From an optimization exercise on the open Yosys and OpenROAD flow, aimed at small area; shortcuts taken in it are not production practice.
At most, simulation tests tie the RTL to the original design; equivalence was not proved.
Power and IR drop assume default switching activity.

## tdc_click_top
module tdc_click_top #(
	parameter int WINDOW_CYCLES = 1000
) (
	input  logic        clk200_i,
	input  logic        gc_rst,
	input  logic        apb_psel_i,
	input  logic        apb_penable_i,
	input  logic        apb_pwrite_i,
	input  logic [7:0]  apb_paddr_i,
	input  logic [31:0] apb_pwdata_i,
	output logic [31:0] apb_prdata_o,
	output logic        apb_pready_o,
	output logic        apb_pslverr_o,
	input  logic        frame_i,
	input  logic        sdi_i,
	input  logic        pps_i,
	output logic        rec_valid_o,
	output logic [1:0]  rec_click_o,
	output logic [47:0] rec_gc_o,
	output logic [31:0] rec_tdc_o,
	output logic        count_valid_o
);
	localparam int CNT_W = $clog2(WINDOW_CYCLES / 8 + 2);
	logic        cfg_enable;
	logic        cfg_start;
	logic [2:0]  cfg_mode;
	logic [5:0]  cfg_index_bits;
	logic [5:0]  cfg_stop_bits;
	logic [13:0] cfg_tdc_shift;
	logic [31:0] cfg_gate0;
  ...
For scale: ~250 flip-flops, ~15000 um^2 of cells after synthesis.
Settings: LEC_CHECK=0, CAP_MARGIN=20, CORE_MARGIN=2, CORE_UTILIZATION=40, SLEW_MARGIN=20; clock period 11.0 ns.
standard.sh (not shown) runs the stock make flow with config.mk's settings and CLKGATE_MAP_FILE= SYNTH_SCRIPT=/design/flow/synth_recipe.tcl, a recipe that flattens the netlist after the stock synthesis.
==> flow/flow/run.sh <==
#!/bin/bash
# Own layout flow: the standard ORFS flow, with the port buffers made
# from the smallest buffer cell instead of the default pick.
set -euo pipefail
export BUFFER_PORTS_ARGS="-buffer_cell sky130_fd_sc_hd__buf_1"
bash standard.sh finish > standard_flow.log 2>&1
Then changed:
==> flow/flow/run.sh (replaced) <==
#!/bin/bash
# Own layout flow: the standard ORFS flow with three changes
#  - synthesis maps the logic with an area-oriented ABC script (abc_lean.script)
#    at the real clock period, and without the full/half adder cell extraction;
#    registers, their names and cell types are as in the standard synthesis
#  - the port buffers use the smallest buffer cell
# Every tool's output goes to a log file in this folder.
set -euo pipefail
WORK=$(pwd)
FLOWDIR=$WORK/flow
# synthesis script: the standard flow's, with ABC's mapping script swapped
{
  head -n 1 synth_recipe.tcl
  cat <<TCL
proc abc {args} {
  set i [lsearch -exact \$args -script]
  if { \$i >= 0 } { set args [lreplace \$args [expr {\$i + 1}] [expr {\$i + 1}] $FLOWDIR/abc_lean.script] }
  set i [lsearch -exact \$args -D]
  if { \$i >= 0 } { set args [lreplace \$args [expr {\$i + 1}] [expr {\$i + 1}] [expr {int(\$::env(FLOW_PERIOD_NS) * 1000)}]] }
  puts "lean abc: \$args"
  yosys abc {*}\$args
}
TCL
  tail -n +2 synth_recipe.tcl
} > lean_synth.tcl
sed "s#$WORK/synth_recipe.tcl#$WORK/lean_synth.tcl#" standard.sh > lean_standard.sh
grep -q lean_synth.tcl lean_standard.sh
export BUFFER_PORTS_ARGS="-buffer_cell sky130_fd_sc_hd__buf_1"
bash lean_standard.sh "ADDER_MAP_FILE=" finish > flow_make.log 2>&1
==> flow/flow/abc_lean.script (new file) <==
strash
&get -n
&fraig -x
&put
dc2
strash
&get -n
&dch -f
&nf {D}
&put
The new run produced a clean layout.
Setup slack degrades by 0.59 ns.
Power falls by 16%.
First-iteration DRC count rises by 12%.
Design area falls by 9.9%.
Cell count falls by 8.5%.
Then changed:
==> flow/flow/abc_lean.script (replaced) <==
strash
dc2
balance
rewrite
refactor
balance
rewrite
rewrite -z
balance
refactor -z
rewrite -z
balance
strash
&get -n
&dch -f
&nf -p -R 20 {D}
&put
Settings changed: CORE_UTILIZATION 40 to 65, CTS_CLUSTER_DIAMETER set to 70, CTS_CLUSTER_SIZE set to 22, GPL_TIMING_DRIVEN set to 0.
Outcome: Final area shrinks by about 4%. Via count shrinks by 1.6%. Clock skew shrinks by 0.0033 ns.
Then changed:
Settings changed: CTS_CLUSTER_DIAMETER 70 to 75, CTS_CLUSTER_SIZE 22 to 26, GPL_TIMING_DRIVEN 0 to unset, PLACE_DENSITY set to 0.8.
After rerunning:
- maximum frequency hardly moves
- combinational power is about the same
- cell area came out lower by about 1%
- power came out lower by about 2%
- count of clock-buffer cells in the layout came out lower by 4
Then changed:
--- a/flow/flow/run.sh
+++ b/flow/flow/run.sh
@@ -28,0 +29 @@
+export RECOVER_POWER=100
==> flow/flow/abc_lean.script (replaced) <==
strash
&get -n
&fraig -x
&put
dc2
strash
&get -n
&dch -f
&nf {D}
&put
Settings changed: CTS_CLUSTER_DIAMETER 75 to 70, CTS_CLUSTER_SIZE 26 to 22, PLACE_DENSITY 0.8 to unset.
Now the flow finished with max-capacitance violations, max-slew violations left.
Design area is about the same.
Synthesized cell count rises by 5.5%.
Routed wire length goes up by 1.3%.
Die area came out higher by 3.2%.
Register-to-register slack is better by 0.11 ns.
Setup slack is better by 0.11 ns.
Clock-buffer cell count goes up by 3.
Utilization went down by 2.6 points.
Then changed:
--- a/flow/flow/run.sh
+++ b/flow/flow/run.sh
@@ -19 +19 @@
-  if { \$i >= 0 } { set args [lreplace \$args [expr {\$i + 1}] [expr {\$i + 1}] [expr {int(\$::env(FLOW_PERIOD_NS) * 1000)}]] }
+  if { \$i >= 0 } { set args [lreplace \$args [expr {\$i + 1}] [expr {\$i + 1}] [expr {int(\$::env(FLOW_PERIOD_NS) * 1150)}]] }
@@ -29 +28,0 @@
-export RECOVER_POWER=100
==> flow/flow/abc_lean.script (replaced) <==
strash
dc2
balance
rewrite
refactor
balance
rewrite
rewrite -z
balance
refactor -z
rewrite -z
balance
strash
&get -n
&dch -f
&nf -p -R 20 {D}
&put
Settings changed: CTS_CLUSTER_DIAMETER 70 to 75, CTS_CLUSTER_SIZE 22 to 26.
Effect:
- With this change the flow finished with timing, DRC and antenna clean
- total power is lower by 16%
- clock skew is higher by 0.016 ns
- global-route usage is lower by 0.11 points
- core utilization is higher by 1.6 points
- worst setup slack stays flat

Starting RTL as in the previous note.
clock: 11.0 ns
lec_check: 0
cap_margin: 20
core_margin: 2
core_utilization: 70
cts_cluster_diameter: 75
cts_cluster_size: 26
slew_margin: 20
==> flow/flow/run.sh <==
#!/bin/bash
# Own layout flow: the standard ORFS flow with three changes
#  - synthesis maps the logic with an area-oriented ABC script (abc_lean.script)
#    at the real clock period, and without the full/half adder cell extraction;
#    registers, their names and cell types are as in the standard synthesis
#  - the port buffers use the smallest buffer cell
# Every tool's output goes to a log file in this folder.
set -euo pipefail
WORK=$(pwd)
FLOWDIR=$WORK/flow
# synthesis script: the standard flow's, with ABC's mapping script swapped
{
  head -n 1 synth_recipe.tcl
  cat <<TCL
proc abc {args} {
  set i [lsearch -exact \$args -script]
  if { \$i >= 0 } { set args [lreplace \$args [expr {\$i + 1}] [expr {\$i + 1}] $FLOWDIR/abc_lean.script] }
  set i [lsearch -exact \$args -D]
  if { \$i >= 0 } { set args [lreplace \$args [expr {\$i + 1}] [expr {\$i + 1}] [expr {int(\$::env(FLOW_PERIOD_NS) * 1000)}]] }
  puts "lean abc: \$args"
  yosys abc {*}\$args
}
TCL
  tail -n +2 synth_recipe.tcl
} > lean_synth.tcl
sed "s#$WORK/synth_recipe.tcl#$WORK/lean_synth.tcl#" standard.sh > lean_standard.sh
grep -q lean_synth.tcl lean_standard.sh
export BUFFER_PORTS_ARGS="-buffer_cell sky130_fd_sc_hd__buf_1"
bash lean_standard.sh "ADDER_MAP_FILE=" finish > flow_make.log 2>&1
==> flow/flow/abc_lean.script <==
strash
dc2
balance
rewrite
refactor
balance
rewrite
rewrite -z
balance
refactor -z
rewrite -z
balance
strash
&get -n
&dch -f
&nf -p -R 20 {D}
&put
The starting point finished with timing, DRC and antenna clean.
Then changed:
==> flow/run.sh (new file) <==
#!/bin/bash
# synth_recipe.tcl (not shown) runs the flow's synth.tcl, then flattens the netlist and writes it again
# the make line also repeats each setting of config.mk as NAME=value (left out here)
make -C /OpenROAD-flow-scripts/flow DESIGN_CONFIG=/design/flow/config.mk WORK_HOME=/design/flow/orfs CLKGATE_MAP_FILE= SYNTH_SCRIPT=/design/flow/synth_recipe.tcl finish
- CORE_UTILIZATION: 70 -> 40
- CTS_CLUSTER_DIAMETER: 75 -> unset
- CTS_CLUSTER_SIZE: 26 -> unset
removed: flow/flow/run.sh
removed: flow/flow/abc_lean.script
removed: flow/standard.sh
The changed run ran to the end with no violations.
Worst hold slack gets worse by 0.0052 ns.
Via count climbs by about 9%.
Core utilization drops by 33 points.
Then changed:
==> flow/flow/run.sh (new file) <==
#!/bin/bash
# Own layout flow: the standard ORFS flow with three changes
#  - synthesis maps the logic with an area-oriented ABC script (abc_lean.script)
#    at the real clock period, and without the full/half adder cell extraction;
#    registers, their names and cell types are as in the standard synthesis
#  - the port buffers use the smallest buffer cell
# Every tool's output goes to a log file in this folder.
set -euo pipefail
WORK=$(pwd)
FLOWDIR=$WORK/flow
# synthesis script: the standard flow's, with ABC's mapping script swapped
{
  head -n 1 synth_recipe.tcl
  cat <<TCL
proc abc {args} {
  set i [lsearch -exact \$args -script]
  if { \$i >= 0 } { set args [lreplace \$args [expr {\$i + 1}] [expr {\$i + 1}] $FLOWDIR/abc_lean.script] }
  set i [lsearch -exact \$args -D]
  if { \$i >= 0 } { set args [lreplace \$args [expr {\$i + 1}] [expr {\$i + 1}] [expr {int(\$::env(FLOW_PERIOD_NS) * 1000)}]] }
  puts "lean abc: \$args"
  yosys abc {*}\$args
}
TCL
  tail -n +2 synth_recipe.tcl
} > lean_synth.tcl
sed "s#$WORK/synth_recipe.tcl#$WORK/lean_synth.tcl#" standard.sh > lean_standard.sh
grep -q lean_synth.tcl lean_standard.sh
export BUFFER_PORTS_ARGS="-buffer_cell sky130_fd_sc_hd__buf_1"
bash lean_standard.sh "ADDER_MAP_FILE=" finish > flow_make.log 2>&1
==> flow/flow/abc_lean.script (new file) <==
strash
dc2
balance
rewrite
refactor
balance
rewrite
rewrite -z
balance
refactor -z
rewrite -z
balance
strash
&get -n
&dch -f
&nf -p -R 20 {D}
&put
==> flow/standard.sh (new file) <==
#!/bin/bash
# synth_recipe.tcl (not shown) runs the flow's synth.tcl, then flattens the netlist and writes it again
# the make line also repeats each setting of config.mk as NAME=value (left out here)
make -C /OpenROAD-flow-scripts/flow DESIGN_CONFIG=/design/flow/config.mk WORK_HOME=/design/flow/orfs CLKGATE_MAP_FILE= SYNTH_SCRIPT=/design/flow/synth_recipe.tcl "${@:-finish}"
- CORE_UTILIZATION: 40 -> 65
- CTS_CLUSTER_DIAMETER: unset -> 75
- CTS_CLUSTER_SIZE: unset -> 26
removed: flow/run.sh
Final cell count goes down by about a fifth.
Flip-flop and latch count does not change.
Die area goes down by well over a third.
Routed wire length goes down by about a fifth.
Utilization goes up by 28 points.
Setup slack loses 0.44 ns.
Design area goes down by about a fifth.
Via count goes down by roughly a tenth.
Critical path depth goes down by 1.
Count of clock-buffer cells in the layout goes down by 15.
Power goes down by well over a third.
Then changed:
- CTS_BUF_LIST: unset -> sky130_fd_sc_hd__clkbuf_8 sky130_fd_sc_hd__clkbuf_16
- CTS_CLUSTER_DIAMETER: 75 -> 55
- CTS_CLUSTER_SIZE: 26 -> 20
Result: The changed run completed without violations; cell count rises by 0.89%; routed wire length climbs by 1.6%; worst setup slack is better by 0.052 ns.
Then changed:
- CTS_BUF_LIST: sky130_fd_sc_hd__clkbuf_8 sky130_fd_sc_hd__clkbuf_16 -> unset
- CTS_CLUSTER_DIAMETER: 55 -> 70
- CTS_CLUSTER_SIZE: 20 -> 32
Count of clock-buffer cells in the layout came out lower by 6.
Global-route usage decreases by 1.1 points.
Core utilization goes down by 1.8 points.
Then changed:
- CTS_CLUSTER_SIZE: 32 -> 22
=> Non-clock buffer count decreases by 1; via count increases by 0.45%; global-route usage increases by 0.33 points.

tdc_click_top, a different RTL version from the one above (not shown whole).
Size in the first run: ~250 flip-flops, about 170 I/O pins, about 13000 um^2 of cells after synthesis.
export LEC_CHECK = 0
export CAP_MARGIN = 20
export CORE_MARGIN = 2
export CORE_UTILIZATION = 40
export CTS_BUF_LIST = sky130_fd_sc_hd__clkbuf_8
export CTS_CLUSTER_SIZE = 20
export SLEW_MARGIN = 20
create_clock -name core_clock -period 11.0 [get_ports {clk200_i}]
==> flow/flow/run.sh <==
#!/bin/bash
# Own layout flow: the standard ORFS flow with three changes
#  - synthesis maps the logic with an area-oriented ABC script (abc_lean.script)
#    at the real clock period, and without the full/half adder cell extraction;
#    registers, their names and cell types are as in the standard synthesis
#  - the port buffers use the smallest buffer cell
# Every tool's output goes to a log file in this folder.
set -euo pipefail
WORK=$(pwd)
FLOWDIR=$WORK/flow
# synthesis script: the standard flow's, with ABC's mapping script swapped
{
  head -n 1 synth_recipe.tcl
  cat <<TCL
proc abc {args} {
  set i [lsearch -exact \$args -script]
  if { \$i >= 0 } { set args [lreplace \$args [expr {\$i + 1}] [expr {\$i + 1}] $FLOWDIR/abc_lean.script] }
  set i [lsearch -exact \$args -D]
  if { \$i >= 0 } { set args [lreplace \$args [expr {\$i + 1}] [expr {\$i + 1}] [expr {int(\$::env(FLOW_PERIOD_NS) * 1000)}]] }
  puts "lean abc: \$args"
  yosys abc {*}\$args
}
TCL
  tail -n +2 synth_recipe.tcl
} > lean_synth.tcl
sed "s#$WORK/synth_recipe.tcl#$WORK/lean_synth.tcl#" standard.sh > lean_standard.sh
grep -q lean_synth.tcl lean_standard.sh
export BUFFER_PORTS_ARGS="-buffer_cell sky130_fd_sc_hd__buf_1"
bash lean_standard.sh "ADDER_MAP_FILE=" finish > flow_make.log 2>&1
==> flow/flow/abc_lean.script <==
strash
&get -n
&fraig -x
&put
dc2
strash
&get -n
&dch -f
&nf {D}
&put
The first run went through all stages and came out clean.
Edit:
- CTS_BUF_LIST: sky130_fd_sc_hd__clkbuf_8 -> sky130_fd_sc_hd__clkbuf_16
- CTS_CLUSTER_DIAMETER: unset -> 60
- CTS_CLUSTER_SIZE: 20 -> 25
After rerunning: The changed run passed the timing, DRC and antenna checks; global-route usage goes down by 0.38 points; power decreases by 1.8%; die area does not change; routed wire length went down by 1.1%; combinational power barely changes; worst hold slack improves by 0.015 ns; fmax is about the same; non-clock buffer count does not change; cell area fell by 0.89%; worst setup slack is better by 0.0072 ns; count of clock-buffer cells in the layout went down by 30.
No functional check of the RTL was part of any run of this note.

## run 1
tdc_click_top with an RTL version that a note above also has.
Size: ~250 flip-flops, about 170 I/O pins, about 12,000 um^2 of cells after synthesis.
export LEC_CHECK = 0
export CAP_MARGIN = 20
export CORE_MARGIN = 2
export CORE_UTILIZATION = 65
export CTS_CLUSTER_DIAMETER = 70
export CTS_CLUSTER_SIZE = 22
export SLEW_MARGIN = 20
create_clock -name core_clock -period 11.0 [get_ports {clk200_i}]
==> flow/flow/abc_lean.script <==
strash
dc2
balance
rewrite
refactor
balance
rewrite
rewrite -z
balance
refactor -z
rewrite -z
balance
strash
&get -n
&dch -f
&nf -p -R 50 {D}
&put
Scripts as last shown in full above: flow/flow/run.sh
Edits applied to the flow inputs when going from run 1 to run 2:
- CTS_CLUSTER_SIZE now 26, was 22
- CTS_CLUSTER_DIAMETER now 75, was 70
- CAP_MARGIN now 10, was 20
- SLEW_MARGIN now 10, was 20
-- flow/flow/abc_lean.script --
<<< run 1, line 16
&nf -p -R 50 {D}
>>> run 2, line 16
&nf -p -R 20 {D}
Notes after the runs:
Between run 1 and run 2, the delay of the slowest critical-path stage figures differ only marginally.
Going from run 1 to run 2, fill cell total of the finished layout now larger; highest clock rate went up; cell area after synthesis went up by 0.67%.
Re global-route usage: run 1 and run 2 aren't equal, and the lower value belongs to run 2.
In the tables for run 1 and run 2, CTS buffer count reads higher with run 1.
Run 1 was routed with fewer vias than run 2.
The final cell count on run 2 is in line with that on run 1.
Here is what was changed in the inputs of run 3 compared with run 2.
- CTS_CLUSTER_SIZE: 26 -> 22
- CAP_MARGIN: 10 -> 20
- SLEW_MARGIN: 10 -> 20
- CTS_CLUSTER_DIAMETER: 75 -> 70
==> flow/flow/abc_lean.script <==
strash
&get -n
&fraig -x
&put
dc2
strash
&get -n
&dch -f
&nf {D}
&put
Notes after the runs:
Run 3 reached the final stage; the timing, DRC and antenna checks on its layout passed.
Status: maximum frequency parity (run 3, run 2)
On final total power, run 3 does worse than run 2.
Relative to run 2, layout clock buffer count increased by 3 in run 3.
Routed wire length on met3 sits lower in run 3 than in run 2.
Relative to run 2, the critical path depth in cells of run 3 is lower by 18%.
On area of the mapped netlist, run 3 does worse than run 2.
Run 3: clock network fraction of total power is 2.7 points lower than what run 2 reported.
Comparing run 2 against run 3, there is no change at all in sequential cell count.
Run 3 -> run 2: clock insertion delay at the later pin of the skew report flat
--- input diff run 3..run 4 ---
- removing CTS_CLUSTER_DIAMETER (formerly 70)
- removing CTS_CLUSTER_SIZE (formerly 22)
Results
From run 3 to run 4 the numbers moved as follows: largest net degree at the start of global routing level, met1 track demand over resource moved down. Run 4 vs run 3, cell with the largest stage delay on the worst path: sky130_fd_sc_hd__dfrtp_1 vs sky130_fd_sc_hd__maj3_1. Run 4 went all the way through synthesis, placement and routing and the layout is clean on timing, DRC and antenna. The worst hold-check slack in run 4 was lower than what run 3 gave.

separate check: timing with driven ports:
No port has a modelled driver above. Below, the same layouts with a new extraction and two added sets of constraints. Step 1 sets driving cells, clkbuf_16 on the clock port and buf_2 on the other inputs (assumed; they add their load-dependent delay and slew). Step 2 adds t to the input delays and takes it off the output delays; t is the mean of the earliest and latest rising clock arrival at the registers after step 1. Input paths then give back, and output paths get back, about the clock's delay inside the block. Three values: ideal, step 1, step 2; two values: the first two.
run | t, ns | setup WS [ns] | pins driven straight from the clock port
the first run of note 1 | 0.627 | 0.993 / 0.993 / 0.993 | 1
the second run of note 1 | 0.605 | 0.404 / 0.404 / 0.404 | 1
the third run of note 1 | 0.529 | 0.349 / 0.349 / 0.349 | 1
the fourth run of note 1 | 0.538 | 0.340 / 0.340 / 0.340 | 1
the fifth run of note 1 | 0.544 | 0.451 / 0.451 / 0.451 | 1
the sixth run of note 1 | 0.542 | 0.454 / 0.454 / 0.454 | 1
the first run of note 2 | 0.532 | 0.474 / 0.474 / 0.474 | 1
the second run of note 2 | 0.625 | 0.889 / 0.889 / 0.889 | 1
the third run of note 2 | 0.542 | 0.454 / 0.454 / 0.454 | 1
the fourth run of note 2 | 0.567 | 0.506 / 0.506 / 0.506 | 1
the fifth run of note 2 | 0.534 | 0.471 / 0.471 / 0.471 | 1
the sixth run of note 2 | 0.546 | 0.441 / 0.441 / 0.441 | 1
the first run of note 3 | 0.590 | 0.470 / 0.470 / 0.470 | 1
the second run of note 3 | 0.579 | 0.477 / 0.477 / 0.477 | 1
run 1 | 0.546 | 0.380 / 0.380 / 0.380 | 1
run 2 | 0.542 | 0.454 / 0.454 / 0.454 | 1
run 3 | 0.542 | 0.455 / 0.455 / 0.455 | 1
run 4 | 0.575 | 0.439 / 0.439 / 0.439 | 1
